Source: an optimization exercise on an open RTL-to-GDS flow (aim: small area). Production flows keep margins and buffers that such runs may drop. Function was checked by simulation only, so behaviour that the tests miss may differ from the original. Power is estimated from default activity; no workload was simulated.

==> design/flow/design.v <==
module instr_mem_arb #(
  parameter int NUM_PORTS = 4,
  parameter int DEPTH     = 64,
  parameter int DATA_W    = 32,
  parameter int ADDR_W    = 32
) (
  input  logic                        clk,
  input  logic                        reset,
  input  logic                        load_en,
  input  logic [ADDR_W-1:0]           load_addr,
  input  logic [DATA_W-1:0]           load_data,
  input  logic [NUM_PORTS-1:0]        fetch_req,
  input  logic [NUM_PORTS*ADDR_W-1:0] fetch_addr,
  output logic [NUM_PORTS-1:0]        fetch_gnt,
  output logic [NUM_PORTS-1:0]        fetch_valid,
  output logic [NUM_PORTS*DATA_W-1:0] fetch_instr,
  output logic [NUM_PORTS-1:0]        fetch_fault
);
  localparam int PTR_W = (NUM_PORTS > 1) ? $clog2(NUM_PORTS) : 1;
  localparam int IDX_W = (DEPTH > 1) ? $clog2(DEPTH) : 1;
  localparam int WRD_W = ADDR_W - 2;
  logic [DATA_W-1:0] mem_q [DEPTH];
  logic [PTR_W-1:0]            rr_q, rr_d;
  logic [NUM_PORTS-1:0]        valid_q, valid_d;
  logic [NUM_PORTS-1:0]        fault_q, fault_d;
  logic [NUM_PORTS*DATA_W-1:0] instr_q, instr_d;
  logic [NUM_PORTS-1:0] gnt;
  logic [PTR_W-1:0]     gidx;
  logic                 any_gnt;
  logic [ADDR_W-1:0]    gaddr;
  logic [WRD_W-1:0]     gword, lword;
  logic                 gfault, lok;
  always_comb begin
    gnt     = '0;
    gidx    = '0;
    any_gnt = 1'b0;
    if (reset && !load_en) begin
      for (int i = 0; i < NUM_PORTS; i++) begin
        if (!any_gnt &&
            fetch_req[(int'(rr_q) + i) % NUM_PORTS]) begin
          any_gnt = 1'b1;
          gidx    = PTR_W'((int'(rr_q) + i) % NUM_PORTS);
        end
      end
    end
    if (any_gnt) gnt[gidx] = 1'b1;
  end
  assign gaddr  = fetch_addr[gidx*ADDR_W +: ADDR_W];
  assign gword  = gaddr[ADDR_W-1:2];
  assign gfault = (gaddr[1:0] != 2'b00) ||
                  (gword >= WRD_W'(DEPTH));
  assign lword = load_addr[ADDR_W-1:2];
  assign lok   = load_en && (load_addr[1:0] == 2'b00) &&
                 (lword < WRD_W'(DEPTH));
  always_comb begin
    rr_d    = rr_q;
    valid_d = gnt;
    fault_d = fault_q;
    instr_d = instr_q;
    if (any_gnt) begin
      rr_d = (int'(gidx) == NUM_PORTS - 1) ? '0 : gidx + 1'b1;
      fault_d[gidx] = gfault;
      instr_d[gidx*DATA_W +: DATA_W] =
        gfault ? '0 : mem_q[gword[IDX_W-1:0]];
    end
  end
  always_ff @(posedge clk or negedge reset) begin
    if (!reset) begin
      rr_q    <= '0;
      valid_q <= '0;
      fault_q <= '0;
      instr_q <= '0;
    end else begin
      rr_q    <= rr_d;
      valid_q <= valid_d;
      fault_q <= fault_d;
      instr_q <= instr_d;
    end
  end
  always_ff @(posedge clk) begin
    if (reset && lok) mem_q[lword[IDX_W-1:0]] <= load_data;
  end
  assign fetch_gnt   = gnt;
  assign fetch_valid = valid_q;
  assign fetch_fault = fault_q;
  assign fetch_instr = instr_q;
endmodule
==> design/flow/run.sh <==
#!/bin/bash
# synth_recipe.tcl (not shown) runs the flow's synth.tcl, then flattens the netlist and writes it again
# the make line also repeats each setting of config.mk as NAME=value (left out here)
make -C /OpenROAD-flow-scripts/flow DESIGN_CONFIG=/design/flow/config.mk WORK_HOME=/design/flow/orfs CLKGATE_MAP_FILE= SYNTH_SCRIPT=/design/flow/synth_recipe.tcl finish
==> design/flow/config.mk <==
export PLATFORM = sky130hd
export DESIGN_NAME = instr_mem_arb
export DESIGN_NICKNAME = instr_mem_arb
export VERILOG_FILES = /design/flow/design.v
export SDC_FILE = /design/flow/constraint.sdc
export NUM_CORES = 4
export LEC_CHECK = 0
export CAP_MARGIN = 20
export CORE_MARGIN = 2
export CORE_UTILIZATION = 40
export PLACE_DENSITY = 0.6
export SLEW_MARGIN = 20
==> design/flow/constraint.sdc <==
create_clock -name core_clock -period 5.5 [get_ports {clk}]
set_input_delay 1.1000 -clock core_clock [delete_from_list [all_inputs] [get_ports {clk}]]
set_output_delay 1.1000 -clock core_clock [all_outputs]
set_load 0.01 [all_outputs]
==> impl_metrics.csv, run 1 <==
group,metric,value,unit
power,vdd_drop_max,0.308,mV
global_routing,maximum_number_of_pins_on_one_net_before_global_route_repair,139,
clocking,cts_resized,0,
timing,worst_slew_margin_rel,27.8,%
global_routing,grt.total_usage,26.2,%
placed_design,port-buffer-count,338,
clocking,clock_root_buffer,"sky130_fd_sc_hd__clkbuf_16",
timing,post-route-worst-setup-slack,0.374,ns
placed_design,place_hpwl,178,mm
floorplan,io-pin-count,339,
yosys,yosysMostFrequentCell,"sky130_fd_sc_hd__edfxtp_1",
clocking,insertion_delay,0.86,ns
routing,totalWireLength,297,mm
power,powerDensity,370,nW/µm²
layout,post_route_cells_drive_above_1_share,12.5,%
floorplan,die_height,471,µm
clocking,cts.htree.levels,4,
worst_setup_path,timing.critical_path.to_type,"output port",
yosys,syn_area_per_cell,13.8,µm²
timing,setup_repair_after_global_routing_missed_its_margin,"no",
clocking,clkTransAtPathRegs,0.06,ns
yosys,ys_seq_elements,2186,
timing,fin_skew,0.0476,ns
worst_setup_path,crit_path_max_fanout,19,
floorplan,initial_core_util,40.2,%
routing,post_route_ant_nets,0,
layout,register_area,65000,µm²
yosys,synth-edff-count,2048,
clocking,clockBufferDepth,3,
layout,syn2layout_area_growth,19.1,%
yosys,synthTopCellsByCount,"2,048 x sky130_fd_sc_hd__edfxtp_1, 1,720 x sky130_fd_sc_hd__nand2_1, 583 x sky130_fd_sc_hd__nand3_1",
worst_setup_path,cpMostUsedCell,"sky130_fd_sc_hd__clkdlybuf4s50_1",
timing,fin_crit_sh,93.2,%
yosys,async_reset_ff_share,6.31,%
yosys,yosys_top_cell_area_share,70.6,%
routing,detail_route.drc_violations,0,
yosys,postSynthCellCount,6289,
clocking,hold_buffers_post_cts,0,
worst_setup_path,timing.setup.critical_path_class,"in2out",
clocking,count_of_buffers_added_by_post_cts_timing_repair_for_setup,0,
routing,routed_wire_length_per_instance,30.3,µm
yosys,netlist_area,87100,µm²
routing,initialDrtViolationCount,8417,
placed_design,routabilityCongestion,0.875,
yosys,synth_sequential_area_ratio,74.6,%
routing,post_drt_via_cell_ratio,5.93,
clocking,cts_tree,"done",
yosys,synth.yosys.warnings,1,
yosys,post_synth_main_area_contributors,"sky130_fd_sc_hd__edfxtp_1 71%, sky130_fd_sc_hd__nand2_1 7.4%, sky130_fd_sc_hd__dfrtp_1 4.0%",
timing,period_minus_slack,5.13,ns
run,cap_viol_max_count,0,
timing,hold_viol,0,
worst_setup_path,ff2ff_setup_slack,0.80,ns
floorplan,row_count,171,
run_status,run_status,"complete, no violations",
worst_setup_path,critPathSlowestCell,"sky130_fd_sc_hd__clkdlybuf4s50_1",
worst_setup_path,path_buf_inv,4,
floorplan,die_w,471,µm
worst_setup_path,worstPathCellList,"clkdlybuf4s50_1 -> or3b_1 -> o211ai_2 -> nor2_1 -> inv_2 -> ha_1 -> nand2_1 -> inv_1 -> clkdlybuf4s50_1",
timing,setup_viol_count_final,0,
worst_hold_path,hold_path.class,"in2async",
timing,worstMarginPinSlew,1.06,ns
timing,finalSetupTns,0,ns
floorplan,design.core.area,217000,µm²
global_routing,first_global_vias,55000,
yosys,ys.flop_type,"sky130_fd_sc_hd__edfxtp_1",
clocking,numCtsBuffers,212,
global_routing,global_route.overflow_total,0,
yosys,synthDistinctLibCells,76,
worst_setup_path,timing.critical_path.max_delay_family,"buffers and inverters",
placed_design,pre_cts_slack,-0.393,ns
clocking,clkSinkCount,2186,
routing,detailroute.via_count,58300,
worst_setup_path,critical_path_required,4.40,ns
layout,fill_cells,18400,
worst_setup_path,critPathArrivalTime,4.03,ns
yosys,synth.largest_area_cell,"sky130_fd_sc_hd__edfxtp_1",
routing,first_pass_iters,6,
floorplan,fp.dieArea,221000,µm²
global_routing,antenna_found_initial,23,
power,static-leakage-power,0.0358,µW
power,design_power_total,38400,µW
layout,multi_input_area,20600,µm²
timing,final-max-slew-violation-count,0,
timing,finalHoldWorstSlack,0.383,ns
timing,max_clock_freq,0.195,GHz
yosys,syn-num-nets,6493,
layout,net_count_final,6986,
worst_setup_path,worst_setup_path_start_kind,"input port",
global_routing,global_route_wire_length_before_repair,418,mm
worst_setup_path,delay_of_the_slowest_cell_on_the_worst_path,0.65,ns
final timing paths:
check,from,to,depth (start not counted)
max in group asynchronous,reset,instr_q[10],2
hold reg to reg,instr_q[3],instr_q[3],2
min in group core_clock,instr_q[3],instr_q[3],2
hold / removal,reset,instr_q[3],2
setup / recovery,fetch_req[0],fetch_gnt[1],9
setup reg to reg,rr_q[1],instr_q[122],15
cell usage in the layout, fill, tap and decap left out, types with 27 or more instances in the layout:
cell type / count
sky130_fd_sc_hd__buf_4: 241
sky130_fd_sc_hd__nor2_1: 34
sky130_fd_sc_hd__nor2_4: 64
sky130_fd_sc_hd__dfrtp_1: 138
sky130_fd_sc_hd__a311oi_1: 47
sky130_fd_sc_hd__clkinv_2: 40
sky130_fd_sc_hd__and3_1: 146
sky130_fd_sc_hd__a31oi_1: 134
sky130_fd_sc_hd__clkbuf_16: 218
sky130_fd_sc_hd__buf_12: 119
sky130_fd_sc_hd__mux2i_1: 216
sky130_fd_sc_hd__edfxtp_1: 2048
sky130_fd_sc_hd__clkdlybuf4s50_1: 305
sky130_fd_sc_hd__nand2_1: 1719
sky130_fd_sc_hd__clkinv_1: 46
sky130_fd_sc_hd__clkbuf_1: 48
sky130_fd_sc_hd__a32oi_1: 90
sky130_fd_sc_hd__a31o_2: 28
sky130_fd_sc_hd__nor4_1: 38
sky130_fd_sc_hd__o21ai_0: 60
sky130_fd_sc_hd__nand3_1: 582
sky130_fd_sc_hd__o221ai_1: 124
sky130_fd_sc_hd__bufinv_16: 27
sky130_fd_sc_hd__a21oi_1: 103
through the flow:
stage,instances,utilization (%),instance area [µm²]
2_1_floorplan,6289,-,87100
3_3_place_gp,9422,44.6,96600
3_5_place_dp,9422,44.6,96600
4_1_cts,9819,47.8,104000
5_1_grt,9821,47.8,104000
6_report,9824,47.8,104000
layer usage:
metal  GRT usage, %  part of all wire, %  vias up
li1               -                    -    24700
met1           35.6                   39    29500
met2           41.2                   46     3501
met3           5.20                   10      588
met4           11.1                  4.9       14
met5              0                0.031        -
registers in the layout, indices dropped and copies added (netlist names):
register and count:
mem_q 2048, instr_q 128, rr_q 2, fault_q 4
valid_q 4
kinds of logic (layout without fill, tap and decap cells):
family	Yosys count	count (layout)	synth area share, %
simple gates	2711	2711	13.8
compound gates	708	708	6.13
buf+inv	434	1110	2.44
other cells	0	5	0
mux	245	245	2.94
fa+ha+maj	5	5	0.0718
flops	2186	2186	74.6
power breakdown:
part	switching, µW	total [µW]	internal [µW]	leakage, µW
registers	91.5	18300	18300	0.0203
clock network	6340	14900	8570	0.00345
logic	3440	5140	1690	0.0120
total	9870	38400	28500	0.0358
area by class of cell:
type                            count  share of cell area [%]
Multi-Input combinational cell   3669                    19.9
Clock inverter                    126                    1.31
Clock buffer                      271                    5.50
Antenna cell                        5                  0.0121
Sequential cell                  2186                    62.6
Tap cell                         2854                    3.44
Inverter                           26                  0.0965
Timing Repair Buffer              687                    7.10
worst reg2reg max path: stages, from the launching register on:
cell	delay [ns]
sky130_fd_sc_hd__dfrtp_1	0.48
sky130_fd_sc_hd__or3b_1	0.42
sky130_fd_sc_hd__o211ai_2	0.19
sky130_fd_sc_hd__nor2_1	0.24
sky130_fd_sc_hd__buf_4	0.26
sky130_fd_sc_hd__o211a_2	0.33
sky130_fd_sc_hd__nor2_8	0.21
sky130_fd_sc_hd__buf_12	0.21
sky130_fd_sc_hd__buf_12	0.28
sky130_fd_sc_hd__buf_4	0.24
sky130_fd_sc_hd__mux2i_1	0.22
sky130_fd_sc_hd__a32oi_1	0.06
sky130_fd_sc_hd__and3_1	0.22
sky130_fd_sc_hd__nor4_4	0.80
sky130_fd_sc_hd__buf_4	0.28
sky130_fd_sc_hd__o221ai_1	0.13
==> inputs of run 2 (changes only) <==
==> design/flow/design.v (replaced) <==
module instr_mem_arb #(
  parameter int NUM_PORTS = 4,
  parameter int DEPTH     = 64,
  parameter int DATA_W    = 32,
  parameter int ADDR_W    = 32
) (
  input  logic                        clk,
  input  logic                        reset,
  input  logic                        load_en,
  input  logic [ADDR_W-1:0]           load_addr,
  input  logic [DATA_W-1:0]           load_data,
  input  logic [NUM_PORTS-1:0]        fetch_req,
  input  logic [NUM_PORTS*ADDR_W-1:0] fetch_addr,
  output logic [NUM_PORTS-1:0]        fetch_gnt,
  output logic [NUM_PORTS-1:0]        fetch_valid,
  output logic [NUM_PORTS*DATA_W-1:0] fetch_instr,
  output logic [NUM_PORTS-1:0]        fetch_fault
);
  logic [DATA_W-1:0] mem_q [DEPTH];
  logic [1:0]  rr_q;
  logic [3:0]  valid_q, fault_q, live_q;
  logic [31:0] instr_n_q [4];
  logic [3:0] req, gnt;
  assign req = fetch_req & {4{reset & ~load_en}};
  always_comb begin
    gnt = '0;
    case (rr_q)
      2'd0: begin
        gnt[0] = req[0];
        gnt[1] = req[1] & ~req[0];
        gnt[2] = req[2] & ~req[1] & ~req[0];
        gnt[3] = req[3] & ~req[2] & ~req[1] & ~req[0];
      end
      2'd1: begin
        gnt[1] = req[1];
        gnt[2] = req[2] & ~req[1];
        gnt[3] = req[3] & ~req[2] & ~req[1];
        gnt[0] = req[0] & ~req[3] & ~req[2] & ~req[1];
      end
      2'd2: begin
        gnt[2] = req[2];
        gnt[3] = req[3] & ~req[2];
        gnt[0] = req[0] & ~req[3] & ~req[2];
        gnt[1] = req[1] & ~req[0] & ~req[3] & ~req[2];
      end
      default: begin
        gnt[3] = req[3];
        gnt[0] = req[0] & ~req[3];
        gnt[1] = req[1] & ~req[0] & ~req[3];
        gnt[2] = req[2] & ~req[1] & ~req[0] & ~req[3];
      end
    endcase
  end
  logic [3:0] pfault;
  logic [5:0] gword;
  logic       gfault, gok;
  always_comb begin
    gword  = '0;
    gfault = 1'b0;
    for (int p = 0; p < 4; p++) begin
      pfault[p] = (|fetch_addr[p*32+8 +: 24]) | (|fetch_addr[p*32 +: 2]);
      gword  = gword  | (fetch_addr[p*32+2 +: 6] & {6{gnt[p]}});
      gfault = gfault | (pfault[p] & gnt[p]);
    end
  end
  assign gok = (|gnt) & ~gfault;
  logic [7:0]  rlo, rhi;
  logic [63:0] rsel;
  always_comb begin
    for (int i = 0; i < 8; i++) begin
      rlo[i] = (gword[2:0] == 3'(i)) & gok;
      rhi[i] = (gword[5:3] == 3'(i));
    end
    for (int w = 0; w < 64; w++) rsel[w] = rlo[w % 8] & rhi[w / 8];
  end
  logic [31:0] rdata;
  always_comb begin
    rdata = '0;
    for (int w = 0; w < 64; w++) rdata = rdata | (mem_q[w] & {32{rsel[w]}});
  end
  logic        lok;
  logic [63:0] wsel;
  assign lok = reset & load_en & (load_addr[1:0] == 2'b00) & (load_addr[31:8] == 24'd0);
  always_comb
    for (int w = 0; w < 64; w++) wsel[w] = lok & (load_addr[7:2] == 6'(w));
  always_ff @(posedge clk)
    for (int w = 0; w < 64; w++)
      if (wsel[w]) mem_q[w] <= load_data;
  always_ff @(posedge clk or negedge reset) begin
    if (!reset) begin
      rr_q    <= '0;
      valid_q <= '0;
      fault_q <= '0;
      live_q  <= '0;
    end else begin
      valid_q <= gnt;
      live_q  <= live_q | gnt;
      for (int p = 0; p < 4; p++) if (gnt[p]) fault_q[p] <= gfault;
      if (gnt[0]) rr_q <= 2'd1;
      if (gnt[1]) rr_q <= 2'd2;
      if (gnt[2]) rr_q <= 2'd3;
      if (gnt[3]) rr_q <= 2'd0;
    end
  end
  always_ff @(posedge clk)
    for (int p = 0; p < 4; p++)
      if (gnt[p]) instr_n_q[p] <= ~rdata;
  assign fetch_gnt   = gnt;
  assign fetch_valid = valid_q;
  assign fetch_fault = fault_q;
  always_comb
    for (int p = 0; p < 4; p++)
      fetch_instr[p*32 +: 32] = ~instr_n_q[p] & {32{live_q[p]}};
endmodule
--- a/design/flow/config.mk
+++ b/design/flow/config.mk
@@ -8,5 +8,7 @@
 export CAP_MARGIN = 20
 export CORE_MARGIN = 2
-export CORE_UTILIZATION = 40
-export PLACE_DENSITY = 0.6
+export CORE_UTILIZATION = 60
+export CTS_BUF_LIST = sky130_fd_sc_hd__clkbuf_4 sky130_fd_sc_hd__clkbuf_8
+export CTS_CLUSTER_SIZE = 20
+export PLACE_DENSITY = 0.72
 export SLEW_MARGIN = 20
==> impl_metrics.csv, run 2 <==
group,metric,value,unit
global_routing,antenna_found_initial,25,
layout,net_count_final,6128,
worst_setup_path,critPathSlowestCell,"sky130_fd_sc_hd__a2111oi_1",
timing,period_minus_slack,5.62,ns
global_routing,use_met3,22.6,%
clocking,insertion_delay,1.10,ns
worst_setup_path,crit_path_start,"fetch_req[2]",
clocking,cts.htree.levels,5,
layout,layout.cells.non_filler,7976,
worst_setup_path,timing.setup.critical_path_class,"in2reg",
yosys,postSynthCellCount,4588,
layout,register_area,65700,µm²
global_routing,global_route.usage.met1,61.1,%
worst_hold_path,hold_path.class,"in2reg",
run_status,check-failures,"setup timing",
power,vdd_drop_max,0.350,mV
routing,totalWireLength,345,mm
placed_design,routabilityCongestion,1.04,
worst_setup_path,timing.critical_path.to_type,"flip-flop",
routing,detailroute.via_count,59000,
clocking,count_of_buffers_added_by_post_cts_timing_repair_for_setup,0,
worst_setup_path,critPathArrivalTime,6.41,ns
timing,worst_slew_margin_rel,9.70,%
clocking,clkSinkCount,2190,
clocking,hold_buffers_post_cts,0,
floorplan,design.core.area,135000,µm²
yosys,syn-num-nets,4787,
yosys,post_synth_main_area_contributors,"sky130_fd_sc_hd__edfxtp_1 80%, sky130_fd_sc_hd__a22oi_1 5.8%, sky130_fd_sc_hd__nand2_1 1.0%",
routing,detail_route.drc_violations,0,
yosys,yosysMostFrequentCell,"sky130_fd_sc_hd__edfxtp_1",
placed_design,place_hpwl,219,mm
run,cap_viol_max_count,0,
floorplan,die_height,372,µm
global_routing,global_route_wire_length_before_repair,456,mm
floorplan,die_w,372,µm
worst_setup_path,crit_path_max_fanout,10,
global_routing,maximum_number_of_pins_on_one_net_before_global_route_repair,65,
worst_setup_path,timing.critical_path.max_delay_family,"simple AND/OR/NAND/NOR gates",
layout,post_route_cells_drive_above_1_share,26.4,%
timing,fin_skew,0.0582,ns
worst_hold_path,min-delay-start,"load_data[9]",
timing,post-route-worst-setup-slack,-0.123,ns
worst_setup_path,cpMostUsedCell,"sky130_fd_sc_hd__buf_4",
worst_setup_path,path_buf_inv,6,
global_routing,global_route.overflow_total,0,
layout,final_core_util,75.4,%
placed_design,dp_cells,7359,
yosys,ys.flop_type,"sky130_fd_sc_hd__edfxtp_1",
yosys,synthDistinctLibCells,80,
clocking,cts_tree,"done",
floorplan,initial_core_util,60.3,%
yosys,synth-edff-count,2176,
timing,setup_viol_count_final,4,
clocking,clock_root_buffer,"sky130_fd_sc_hd__clkbuf_8",
timing,worstMarginPinSlew,1.35,ns
yosys,synthTopCellsByCount,"2,176 x sky130_fd_sc_hd__edfxtp_1, 624 x sky130_fd_sc_hd__a22oi_1, 220 x sky130_fd_sc_hd__nand2_1",
clocking,numCtsBuffers,348,
routing,routed_wire_length_per_instance,43.3,µm
yosys,synth.yosys.warnings,3,
layout,largest_register_ff_count,2048,
yosys,async_reset_ff_share,0.639,%
timing,setup_repair_after_global_routing_missed_its_margin,"no",
power,static-leakage-power,0.0342,µW
yosys,syn_area_per_cell,17.7,µm²
power,powerDensity,356,nW/µm²
timing,finalHoldWorstSlack,0.366,ns
worst_setup_path,worstPathCellList,"clkdlybuf4s50_1 -> a21bo_2 -> and3_1 -> a32o_1 -> buf_4 -> or3_2 -> buf_4 -> nand3_2 -> nor3_2 -> buf_12 -> a2111oi_1 -> buf_4 -> nand3_1 -> nor3_1 -> buf_4 -> and4b_1",
timing,hold_viol,0,
routing,post_route_ant_nets,0,
run_status,run_status,"complete, but fails checks",
yosys,ys_seq_elements,2190,
layout,syn2layout_area_growth,25.2,%
timing,max_clock_freq,0.178,GHz
worst_setup_path,reg_to_reg_critical_path_startpoint,"rr_q[0]",
global_routing,first_global_vias,55100,
timing,fin_crit_sh,102,%
worst_setup_path,critical_path_required,6.28,ns
global_routing,grt.total_usage,49.9,%
layout,layout_commonest_cell,"sky130_fd_sc_hd__edfxtp_1",
yosys,yosys_top_cell_area_share,80.3,%
yosys,synth_sequential_area_ratio,80.7,%
global_routing,grt_busiest_layer,"met2",
clocking,clockBufferDepth,4,
routing,first_pass_iters,10,
routing,initialDrtViolationCount,13600,
global_routing,use_met2,69.1,%
timing,final-max-slew-violation-count,0,
worst_setup_path,worst_setup_path_start_kind,"input port",
worst_setup_path,delay_of_the_slowest_cell_on_the_worst_path,0.84,ns
floorplan,row_count,135,
layout,layout_common_cells,"2,176 x sky130_fd_sc_hd__edfxtp_1, 749 x sky130_fd_sc_hd__buf_4, 624 x sky130_fd_sc_hd__a22oi_1, 350 x sky130_fd_sc_hd__clkbuf_8, 306 x sky130_fd_sc_hd__clkdlybuf4s50_1",
placed_design,port-buffer-count,338,
layout,multi_input_area,15600,µm²
clocking,clkTransAtPathRegs,0.06,ns
yosys,synth.largest_area_cell,"sky130_fd_sc_hd__edfxtp_1",
routing,post_drt_via_cell_ratio,7.40,
yosys,netlist_area,81400,µm²
floorplan,io-pin-count,339,
layout,fill_cells,7869,
floorplan,fp.dieArea,139000,µm²
## run 2: changes by cell type in the layout (fill, tap and decap cells not counted), moves of 126 or more
cell,previous run,this run
sky130_fd_sc_hd__a31oi_1,134,2
sky130_fd_sc_hd__mux2i_1,216,38
sky130_fd_sc_hd__clkbuf_8,4,350
sky130_fd_sc_hd__edfxtp_1,2048,2176
sky130_fd_sc_hd__buf_4,241,749
sky130_fd_sc_hd__nand3_1,582,103
sky130_fd_sc_hd__dfrtp_1,138,12
sky130_fd_sc_hd__a22oi_1,1,624
sky130_fd_sc_hd__clkbuf_16,218,0
sky130_fd_sc_hd__nand2_1,1719,219
## run 2: per-stage QoR
step	setup TNS, ns	total power (µW)	instance area, µm²	setup slack [ns]
global route	0	36800	102000	0.0485
global placement	-84.22	23000	95400	-1.31
CTS	0	35900	102000	0.0200
finish	-0.488	36300	102000	-0.123
floorplan	0	20300	81400	0.723
detailed placement	-82.55	23100	95400	-1.36
## run 2: area by class of cell
type                       instances  share of cell area (%)
antenna                           23                  0.0565
clock inverter                   139                   0.760
timing repair buffer            1244                    11.8
tap                             1781                    2.19
clock buffer                     454                    5.49
multi-input combinational       2139                    15.3
inverter                           6                  0.0221
sequential                      2190                    64.4
## run 2: worst paths after layout
| path | to | slack [ns] | cells after the start |
|---|---|---|---|
| max in group asynchronous | live_q[1] | 4.76 | 3 |
| min in group asynchronous | valid_q[3] | 0.49 | 3 |
| setup / recovery | instr_n_q[3][13] | -0.12 | 16 |
| hold / removal | mem_q[16][9] | 0.37 | 1 |
| hold reg to reg | fault_q[2] | 0.48 | 2 |
| setup reg to reg | instr_n_q[3][13] | 0.06 | 15 |
## run 2: kinds of logic after synthesis
logic type	Yosys count	share of synthesized area, %
mux	43	0.536
simple gates	1034	6.99
flops	2190	80.7
compound gates	1062	10.3
buf+inv	259	1.46
## run 2: where the power goes
part           leakage [µW]  switching (µW)  total, µW  internal (µW)
Clock               0.00336            6370      13300           6920
Sequential           0.0197            92.8      18600          18600
Combinational        0.0112            2760       4370           1610
## run 2: what timing repair did
item | in CTS | in global routing
setup endpoints to repair | 4 | 28
resized for setup | 2 | 9
hold endpoints to repair | 0 | 0
pin swaps | 0 | 0
## run 2: worst register-to-register path, cell delays in order (launching register included)
cell                        delay [ns]
sky130_fd_sc_hd__dfrtp_1          0.48
sky130_fd_sc_hd__a21bo_2          0.27
sky130_fd_sc_hd__and3_1           0.22
sky130_fd_sc_hd__a32o_1           0.32
sky130_fd_sc_hd__buf_4            0.16
sky130_fd_sc_hd__or3_2            0.59
sky130_fd_sc_hd__buf_4            0.27
sky130_fd_sc_hd__nand3_2          0.24
sky130_fd_sc_hd__nor3_2           0.15
sky130_fd_sc_hd__buf_12           0.18
sky130_fd_sc_hd__a2111oi_1        0.85
sky130_fd_sc_hd__buf_4            0.24
sky130_fd_sc_hd__nand3_1          0.11
sky130_fd_sc_hd__nor3_1           0.20
sky130_fd_sc_hd__buf_4            0.21
sky130_fd_sc_hd__and4b_1          0.70
## run 2: layer usage
metal | up-vias | wire length, µm
met5 | - | 78
met4 | 12 | 34100
met3 | 1645 | 66700
li1 | 21900 | -
met2 | 7023 | 141000
met1 | 28400 | 103000

[re-timing with driven ports]
The flow's constraints put no driver on any port. The routed layouts listed below were extracted and timed again, unchanged, in two steps.
Step 1 assumes that a clkbuf_16 drives the clock port and a buf_2 every other input.
Step 2 times the ports against the registers' clock, not the clock port: input delays grow and output delays shrink by t, the midpoint of the rising clock arrivals with the driver on.
Slacks: ideal ports / drivers / drivers and shift; pairs: ideal ports / drivers.
run	t (ns)	setup slack, ns	worst setup path at the end	clock arrival spread, ns	cell pins on the clock port's net
run 1	0.937	0.374 / 0.346 / -0.466	input to register	0.051 / 0.052	1
run 2	1.150	-0.123 / -0.075 / -1.225	input to register	0.074 / 0.074	1
Met with ideal ports but missed after step 2: setup timing in run 1. The setup slack of run 2, which loses most, moves by +0.048 ns with the drivers and by -1.102 ns with both steps.
